From an optimization exercise on the open Yosys and OpenROAD flow, aimed at small area, a short achievable clock period and few clock cycles; shortcuts taken in it are not production practice.
At most, simulation tests tie the RTL to the original design; equivalence was not proved.

==> 03-21 <==
==> flow/design.v <==
package huff_pkg;
    typedef logic [8-1:0] weight_t;
    typedef logic [12-1:0]    nodeWeight_t;
    typedef logic [5-1:0]     nodeId_t;
    typedef struct packed {
        weight_t [10-1:0] leaf;
    } leafWeights_t;
    typedef struct packed {
        nodeId_t parent;
        nodeId_t left;
        nodeId_t right;
    } treeEntry_t;
    typedef logic [(9-1)*3*5-1:0] treeTable_t;
    typedef struct packed {
        nodeId_t     id;
        nodeWeight_t weight;
        logic        valid;  
    } pick_t;
    typedef enum logic [1:0] {
        IDLE,
        PICK_RIGHT,
        PICK_LEFT,
        MERGE
    } ctrlState_t;
endpackage
module huffmanTree (
    input  logic                   Clk_in,
    input  logic                   n_Rst,
    input  logic                   Start,
    input  logic [79:0]            Weights,    
    output logic                   Busy,
    output logic                   Done,
    output logic [119:0]           Tree,       
    output logic [4:0]             RootRight,
    output logic [4:0]             RootLeft
);
    localparam int NH = 5;    
    localparam int QD = 4;    
    localparam int PD = 5;    
    function automatic logic le8(input logic [7:0] a, input logic [7:0] b);
        logic r;
        r = 1'b1;
        for (int k = 0; k < 8; k++)
            r = (a[k] ^ b[k]) ? b[k] : r;
        le8 = r;
    endfunction
    function automatic logic le12(input logic [11:0] a, input logic [11:0] b);
        logic r;
        r = 1'b1;
        for (int k = 0; k < 12; k++)
            r = (a[k] ^ b[k]) ? b[k] : r;
        le12 = r;
    endfunction
    function automatic logic leafLe(input logic [7:0] a, input logic [11:0] b);
        leafLe = (|b[11:8]) || le8(a, b[7:0]);
    endfunction
    logic       busy;
    logic       busyOut;    
    logic       done;
    logic [3:0] haveResult;   
    logic [2:0] mergeCnt;     
    logic       lastMerge;
    assign lastMerge = (mergeCnt == 3'd7);
    always_ff @(posedge Clk_in or negedge n_Rst)
    begin
        if (!n_Rst)
        begin
            busy       <= 1'b0;
            busyOut    <= 1'b0;
            done       <= 1'b0;
            haveResult <= '0;
        end
        else
        begin
            busy       <= busy ? !lastMerge : Start;
            busyOut    <= busy && !lastMerge;
            done       <= busy && lastMerge;
            for (int g = 0; g < 4; g++)
                haveResult[g] <= haveResult[g] || (busy && mergeCnt == 3'(2*g));
        end
    end
    assign Busy = busyOut;
    assign Done = done;
    logic [7:0]    wA [NH];
    logic [7:0]    wB [NH];
    logic [NH-1:0] usedA;
    logic [NH-1:0] usedB;
    always_ff @(posedge Clk_in)
    begin
        if (!busy)
        begin
            for (int i = 0; i < NH; i++)
            begin
                wA[i] <= Weights[8*i +: 8];
                wB[i] <= Weights[8*(i+NH) +: 8];
            end
        end
    end
    function automatic logic [2*NH-1:0] pickTwo(input logic [8*NH-1:0] w,
                                                input logic [NH-1:0]   used);
        logic [NH-1:0] prec [NH];   
        logic [NH-1:0] p0;
        logic [NH-1:0] p1;
        for (int i = 0; i < NH; i++)
        begin
            prec[i][i] = 1'b0;
            for (int j = i + 1; j < NH; j++)
            begin
                prec[i][j] = le8(w[8*i +: 8], w[8*j +: 8]);
                prec[j][i] = !prec[i][j];
            end
        end
        for (int i = 0; i < NH; i++)
        begin
            p0[i] = !used[i];
            for (int j = 0; j < NH; j++)
                if (j != i)
                    p0[i] = p0[i] && (used[j] || prec[i][j]);
        end
        for (int i = 0; i < NH; i++)
        begin
            p1[i] = !used[i] && !p0[i];
            for (int j = 0; j < NH; j++)
                if (j != i)
                    p1[i] = p1[i] && (used[j] || p0[j] || prec[i][j]);
        end
        pickTwo = {p1, p0};
    endfunction
    logic [8*NH-1:0] wAflat;
    logic [8*NH-1:0] wBflat;
    logic [NH-1:0]   pA0, pA1, pB0, pB1;
    always_comb
    begin
        for (int i = 0; i < NH; i++)
        begin
            wAflat[8*i +: 8] = wA[i];
            wBflat[8*i +: 8] = wB[i];
        end
    end
    assign {pA1, pA0} = pickTwo(wAflat, usedA);
    assign {pB1, pB0} = pickTwo(wBflat, usedB);
    logic [7:0] wA0, wA1, wB0, wB1;
    logic [2:0] iA0, iA1, iB0, iB1;
    always_comb
    begin
        wA0 = '0; wA1 = '0; wB0 = '0; wB1 = '0;
        iA0 = '0; iA1 = '0; iB0 = '0; iB1 = '0;
        for (int i = 0; i < NH; i++)
        begin
            wA0 = wA0 | ({8{pA0[i]}} & wA[i]);
            wA1 = wA1 | ({8{pA1[i]}} & wA[i]);
            wB0 = wB0 | ({8{pB0[i]}} & wB[i]);
            wB1 = wB1 | ({8{pB1[i]}} & wB[i]);
            iA0 = iA0 | ({3{pA0[i]}} & 3'(i));
            iA1 = iA1 | ({3{pA1[i]}} & 3'(i));
            iB0 = iB0 | ({3{pB0[i]}} & 3'(i));
            iB1 = iB1 | ({3{pB1[i]}} & 3'(i));
        end
    end
    logic okA0, okA1, okB0, okB1;
    assign okA0 = |pA0;
    assign okA1 = |pA1;
    assign okB0 = |pB0;
    assign okB1 = |pB1;
    logic       firstA;     
    logic       secondA;    
    logic       leafOk0;
    logic       leafOk1;
    logic [7:0] leafW0;
    logic [7:0] leafW1;
    logic [4:0] leafId0;
    logic [4:0] leafId1;
    always_comb
    begin
        firstA = okA0 && (!okB0 || le8(wA0, wB0));
        if (firstA)
            secondA = okA1 && (!okB0 || le8(wA1, wB0));
        else
            secondA = okA0 && (!okB1 || le8(wA0, wB1));
        leafOk0 = okA0 || okB0;
        leafOk1 = firstA ? (okA1 || okB0) : (okA0 || okB1);
        leafW0  = firstA ? wA0 : wB0;
        leafId0 = firstA ? {2'd0, iA0} : 5'd5 + {2'd0, iB0};
        if (firstA)
        begin
            leafW1  = secondA ? wA1 : wB0;
            leafId1 = secondA ? {2'd0, iA1} : 5'd5 + {2'd0, iB0};
        end
        else
        begin
            leafW1  = secondA ? wA0 : wB1;
            leafId1 = secondA ? {2'd0, iA0} : 5'd5 + {2'd0, iB1};
        end
    end
    logic [11:0]   q [QD];
    logic [QD-1:0] head;      
    logic [QD-1:0] tail;      
    logic [2:0]    taken;     
    logic [2:0]    pendCount;
    logic [PD-1:0] pending;   
    logic [4:0]    headId;    
    assign pendCount = mergeCnt - taken;
    assign headId    = 5'd10 + {2'd0, taken};
    always_comb
        for (int k = 0; k < QD; k++)
            head[k] = (taken[1:0] == 2'(k));
    always_comb
        for (int k = 0; k < PD; k++)
            pending[k] = (pendCount > 3'(k));
    logic [11:0]   opA;       
    logic [11:0]   opB;
    logic [11:0]   newSum;
    assign newSum = opA + opB;
    logic [1:0] tailSlot;
    assign tailSlot = mergeCnt[1:0] - 2'd1;
    always_comb
        for (int k = 0; k < QD; k++)
            tail[k] = (tailSlot == 2'(k));
    logic [QD-1:0] head1;
    assign head1 = {head[QD-2:0], head[QD-1]};
    logic [11:0] qW0;
    logic [11:0] qW1;
    always_comb
    begin
        qW0 = '0;
        qW1 = '0;
        for (int k = 0; k < QD; k++)
        begin
            qW0 = qW0 | ({12{head[k]}}  & q[k]);
            qW1 = qW1 | ({12{head1[k]}} & q[k]);
        end
        if (pending[0] && !pending[1])
            qW0 = newSum;
        if (pending[1] && !pending[2])
            qW1 = newSum;
    end
    logic        takeLeafR;
    logic        takeLeafL;
    logic        twoLeaves;
    logic        twoNodes;
    logic [11:0] nextA;
    logic [11:0] nextB;
    logic [4:0]  rightId;
    logic [4:0]  leftId;
    always_comb
    begin
        takeLeafR = leafOk0 && (!pending[0] || leafLe(leafW0, qW0));
        if (takeLeafR)
            takeLeafL = leafOk1 && (!pending[0] || leafLe(leafW1, qW0));
        else
            takeLeafL = leafOk0 && (!pending[1] || leafLe(leafW0, qW1));
        twoLeaves = takeLeafR && takeLeafL;
        twoNodes  = !takeLeafR && !takeLeafL;
        nextA = twoNodes ? qW1 : {4'd0, leafW0};
        nextB = twoLeaves ? {4'd0, leafW1} : qW0;
        rightId = takeLeafR ? leafId0 : headId;
        if (twoLeaves)
            leftId = leafId1;
        else if (takeLeafR)
            leftId = headId;
        else if (takeLeafL)
            leftId = leafId0;
        else
            leftId = headId + 5'd1;
    end
    logic [11:0] total;
    logic [7:0]  pairA;
    logic [7:0]  pairB;
    always_comb
    begin
        pairA = wA[0];
        pairB = wA[1];
        case (mergeCnt)
            3'd1:    begin pairA = wA[2]; pairB = wA[3]; end
            3'd2:    begin pairA = wA[4]; pairB = wB[0]; end
            3'd3:    begin pairA = wB[1]; pairB = wB[2]; end
            3'd4:    begin pairA = wB[3]; pairB = wB[4]; end
            default: ;
        endcase
    end
    logic [11:0] half;
    logic [7:0]  lastLeafW;
    logic        xRight;
    logic [4:0]  xId;
    assign half      = {1'b0, total[11:1]};
    assign lastLeafW = pending[1] ? leafW0 : leafW1;
    assign xRight    = le12(newSum, half) && (pending[2] || le12({4'd0, lastLeafW}, half));
    always_comb
    begin
        if (!twoLeaves && !twoNodes && !pending[1])
            xId = leafId1;
        else if (twoNodes && !pending[2])
            xId = leafId0;
        else
            xId = 5'd16;
    end
    always_ff @(posedge Clk_in)
    begin
        opA <= nextA;
        opB <= nextB;
    end
    always_ff @(posedge Clk_in)
    begin
        if (!busy)
        begin
            usedA    <= '0;
            usedB    <= '0;
            mergeCnt <= '0;
            taken    <= '0;
            total    <= '0;
        end
        else
        begin
            mergeCnt <= mergeCnt + 3'd1;
            if (mergeCnt <= 3'd4)
                total <= total + {4'd0, pairA} + {4'd0, pairB};
            if (takeLeafR || takeLeafL)
            begin
                if (firstA)
                    usedA <= usedA | pA0 | ((twoLeaves && secondA) ? pA1 : '0);
                else
                    usedA <= usedA | ((twoLeaves && secondA) ? pA0 : '0);
                if (!firstA)
                    usedB <= usedB | pB0 | ((twoLeaves && !secondA) ? pB1 : '0);
                else
                    usedB <= usedB | ((twoLeaves && !secondA) ? pB0 : '0);
            end
            for (int k = 0; k < QD; k++)
                if (tail[k])
                    q[k] <= newSum;
            if (twoNodes)
            begin
                taken   <= taken + 3'd2;
            end
            else if (!twoLeaves)
            begin
                taken   <= taken + 3'd1;
            end
        end
    end
    logic [9:0] entry [8];
    logic [4:0] rootR;
    logic [4:0] rootL;
    always_ff @(posedge Clk_in or negedge n_Rst)
    begin
        if (!n_Rst)
        begin
            for (int e = 0; e < 8; e++)
                entry[e] <= '0;
            rootR <= '0;
            rootL <= '0;
        end
        else if (busy)
        begin
            for (int e = 0; e < 7; e++)
                entry[e] <= entry[e+1];
            entry[7] <= {leftId, rightId};
            if (lastMerge)
            begin
                rootR <= xRight ? xId : 5'd17;
                rootL <= xRight ? 5'd17 : xId;
            end
        end
    end
    always_comb
    begin
        for (int e = 0; e < 8; e++)
            Tree[15*e +: 15] = {(haveResult[e/2] ? 5'(10 + e) : 5'd0), entry[e]};
    end
    assign RootRight = rootR;
    assign RootLeft  = rootL;
endmodule
==> flow/flow/run.sh <==
#!/bin/bash
# The standard layout, except that the port buffers are plain buf_1
# cells instead of the delay buffers buffer_ports picks by default.
set -euo pipefail
export BUFFER_PORTS_ARGS="-buffer_cell sky130_fd_sc_hd__buf_1"
bash standard.sh finish > standard_flow.log 2>&1
==> flow/standard.sh <==
#!/bin/bash
# synth_recipe.tcl (not shown) runs the flow's synth.tcl, then flattens the netlist and writes it again
# the make line also repeats each setting of config.mk as NAME=value (left out here)
make -C /OpenROAD-flow-scripts/flow DESIGN_CONFIG=/design/flow/config.mk WORK_HOME=/design/flow/orfs CLKGATE_MAP_FILE= SYNTH_SCRIPT=/design/flow/synth_recipe.tcl "${@:-finish}"
==> flow/config.mk <==
export PLATFORM = sky130hd
export DESIGN_NAME = huffmanTree
export DESIGN_NICKNAME = huffmanTree
export VERILOG_FILES = /design/flow/design.v
export SDC_FILE = /design/flow/constraint.sdc
export NUM_CORES = 4
export LEC_CHECK = 0
export ABC_AREA = 1
export CAP_MARGIN = 20
export CORE_MARGIN = 2
export CORE_UTILIZATION = 55
export CTS_CLUSTER_DIAMETER = 100
export CTS_CLUSTER_SIZE = 26
export PLACE_DENSITY = 0.65
export SLEW_MARGIN = 20
==> flow/constraint.sdc <==
create_clock -name core_clock -period 36.0 [get_ports {Clk_in}]
set_input_delay 7.2000 -clock core_clock [delete_from_list [all_inputs] [get_ports {Clk_in}]]
set_output_delay 7.2000 -clock core_clock [all_outputs]
set_load 0.01 [all_outputs]
==> 06-01 (differences from 03-21) <==
--- a/flow/design.v
+++ b/flow/design.v
@@ -197,14 +197,4 @@
     logic [QD-1:0] tail;      
-    logic [2:0]    taken;     
-    logic [2:0]    pendCount;
     logic [PD-1:0] pending;   
     logic [4:0]    headId;    
-    assign pendCount = mergeCnt - taken;
-    assign headId    = 5'd10 + {2'd0, taken};
-    always_comb
-        for (int k = 0; k < QD; k++)
-            head[k] = (taken[1:0] == 2'(k));
-    always_comb
-        for (int k = 0; k < PD; k++)
-            pending[k] = (pendCount > 3'(k));
     logic [11:0]   opA;       
@@ -219,3 +209,5 @@
     logic [QD-1:0] head1;
+    logic [QD-1:0] head2;
     assign head1 = {head[QD-2:0], head[QD-1]};
+    assign head2 = {head1[QD-2:0], head1[QD-1]};
     logic [11:0] qW0;
@@ -282,16 +274,12 @@
     logic [7:0]  lastLeafW;
+    logic [4:0]  lastLeafId;
+    logic        xIsLeaf;
     logic        xRight;
     logic [4:0]  xId;
-    assign half      = {1'b0, total[11:1]};
-    assign lastLeafW = pending[1] ? leafW0 : leafW1;
-    assign xRight    = le12(newSum, half) && (pending[2] || le12({4'd0, lastLeafW}, half));
-    always_comb
-    begin
-        if (!twoLeaves && !twoNodes && !pending[1])
-            xId = leafId1;
-        else if (twoNodes && !pending[2])
-            xId = leafId0;
-        else
-            xId = 5'd16;
-    end
+    assign half       = {1'b0, total[11:1]};
+    assign lastLeafW  = pending[1] ? leafW0 : leafW1;
+    assign lastLeafId = pending[1] ? leafId0 : leafId1;
+    assign xIsLeaf    = !pending[2] && !leafLe(lastLeafW, newSum);
+    assign xRight     = le12(newSum, half) && (pending[2] || le12({4'd0, lastLeafW}, half));
+    assign xId        = xIsLeaf ? lastLeafId : 5'd16;
     always_ff @(posedge Clk_in)
@@ -308,3 +296,5 @@
             mergeCnt <= '0;
-            taken    <= '0;
+            head     <= QD'(1);
+            pending  <= '0;
+            headId   <= 5'd10;
             total    <= '0;
@@ -332,3 +322,5 @@
             begin
-                taken   <= taken + 3'd2;
+                head    <= head2;
+                headId  <= headId + 5'd2;
+                pending <= {1'b0, pending[PD-1:1]};
             end
@@ -336,3 +328,8 @@
             begin
-                taken   <= taken + 3'd1;
+                head    <= head1;
+                headId  <= headId + 5'd1;
+            end
+            else
+            begin
+                pending <= {pending[PD-2:0], 1'b1};
             end
- CORE_UTILIZATION: 55 -> 40
- CTS_CLUSTER_DIAMETER: 100 -> 120
- CTS_CLUSTER_SIZE: 26 -> 30
- PLACE_DENSITY: 0.65 -> default
==> flow_metrics.tcl <==
set metrics [dict create \
    grtUsageMet2_pct 52.00 \
    grt_max_degree 107 \
    outcome "complete, no violations" \
    ys_top_cells_by_count "832 x nand2_1, 325 x inv_1, 144 x o22ai_1" \
    use_met3_pct 3.276 \
    rows 68 \
    place_ws_ns 27.48 \
    max_slew_margin_pct 30.23 \
    vias 17994 \
    n_sequential_cell 277 \
    insertion_delay_ns 0.52 \
]
-- figures above: 03-21

==> flow_metrics.tcl <==
set metrics [dict create \
    outcome "complete, no violations" \
    largest_class "multi-input gates" \
    slowest_stage "dfrtp_1" \
    wl_per_cell_um 17.64 \
    vias 18557 \
    use_met3_pct 3.357 \
    place_ws_ns 27.45 \
    grtUsageMet2_pct 39.95 \
    max_slew_margin_pct 28.22 \
    ys_top_cells_by_count "905 x nand2_1, 403 x inv_1, 158 x o22ai_1" \
    insertion_delay_ns 0.54 \
    n_sequential_cell 288 \
    grt_max_degree 97 \
    rows 80 \
]
-- figures above: 06-01

Testbench counts of 06-01, summed over its fixed seeds: cycles 4,608.
The RTL of 03-21 was laid out without a check of its function.

## afterwards: timing with drivers on the ports
The flow's constraints put no driver on any port. The routed layouts listed below were extracted and timed again, unchanged, in two steps.
Step 1 sets driving cells, clkbuf_16 on the clock port and buf_2 on the other inputs (assumed; they add their load-dependent delay and slew).
Step 2 also shifts input and output timing later by t, the mid clock arrival at the registers, as if the neighbouring blocks saw the same clock.
Slacks: ideal / step 1 / step 2; pairs: ideal / step 1.
| run | t, ns | setup WS [ns] | hold WS [ns] | worst setup path after step 2 | cell pins on the clock port's net |
|---|---|---|---|---|---|
| 03-21 | 0.561 | 27.624 / 27.570 / 27.902 | 0.476 / 0.476 / 0.476 | input, reset recovery | 1 |
| 06-01 | 0.581 | 27.621 / 27.565 / 27.919 | 0.468 / 0.468 / 0.468 | input, reset recovery | 1 |
After both steps setup and hold are still met in every run listed. The worst setup slack also covers recovery checks on asynchronous resets.
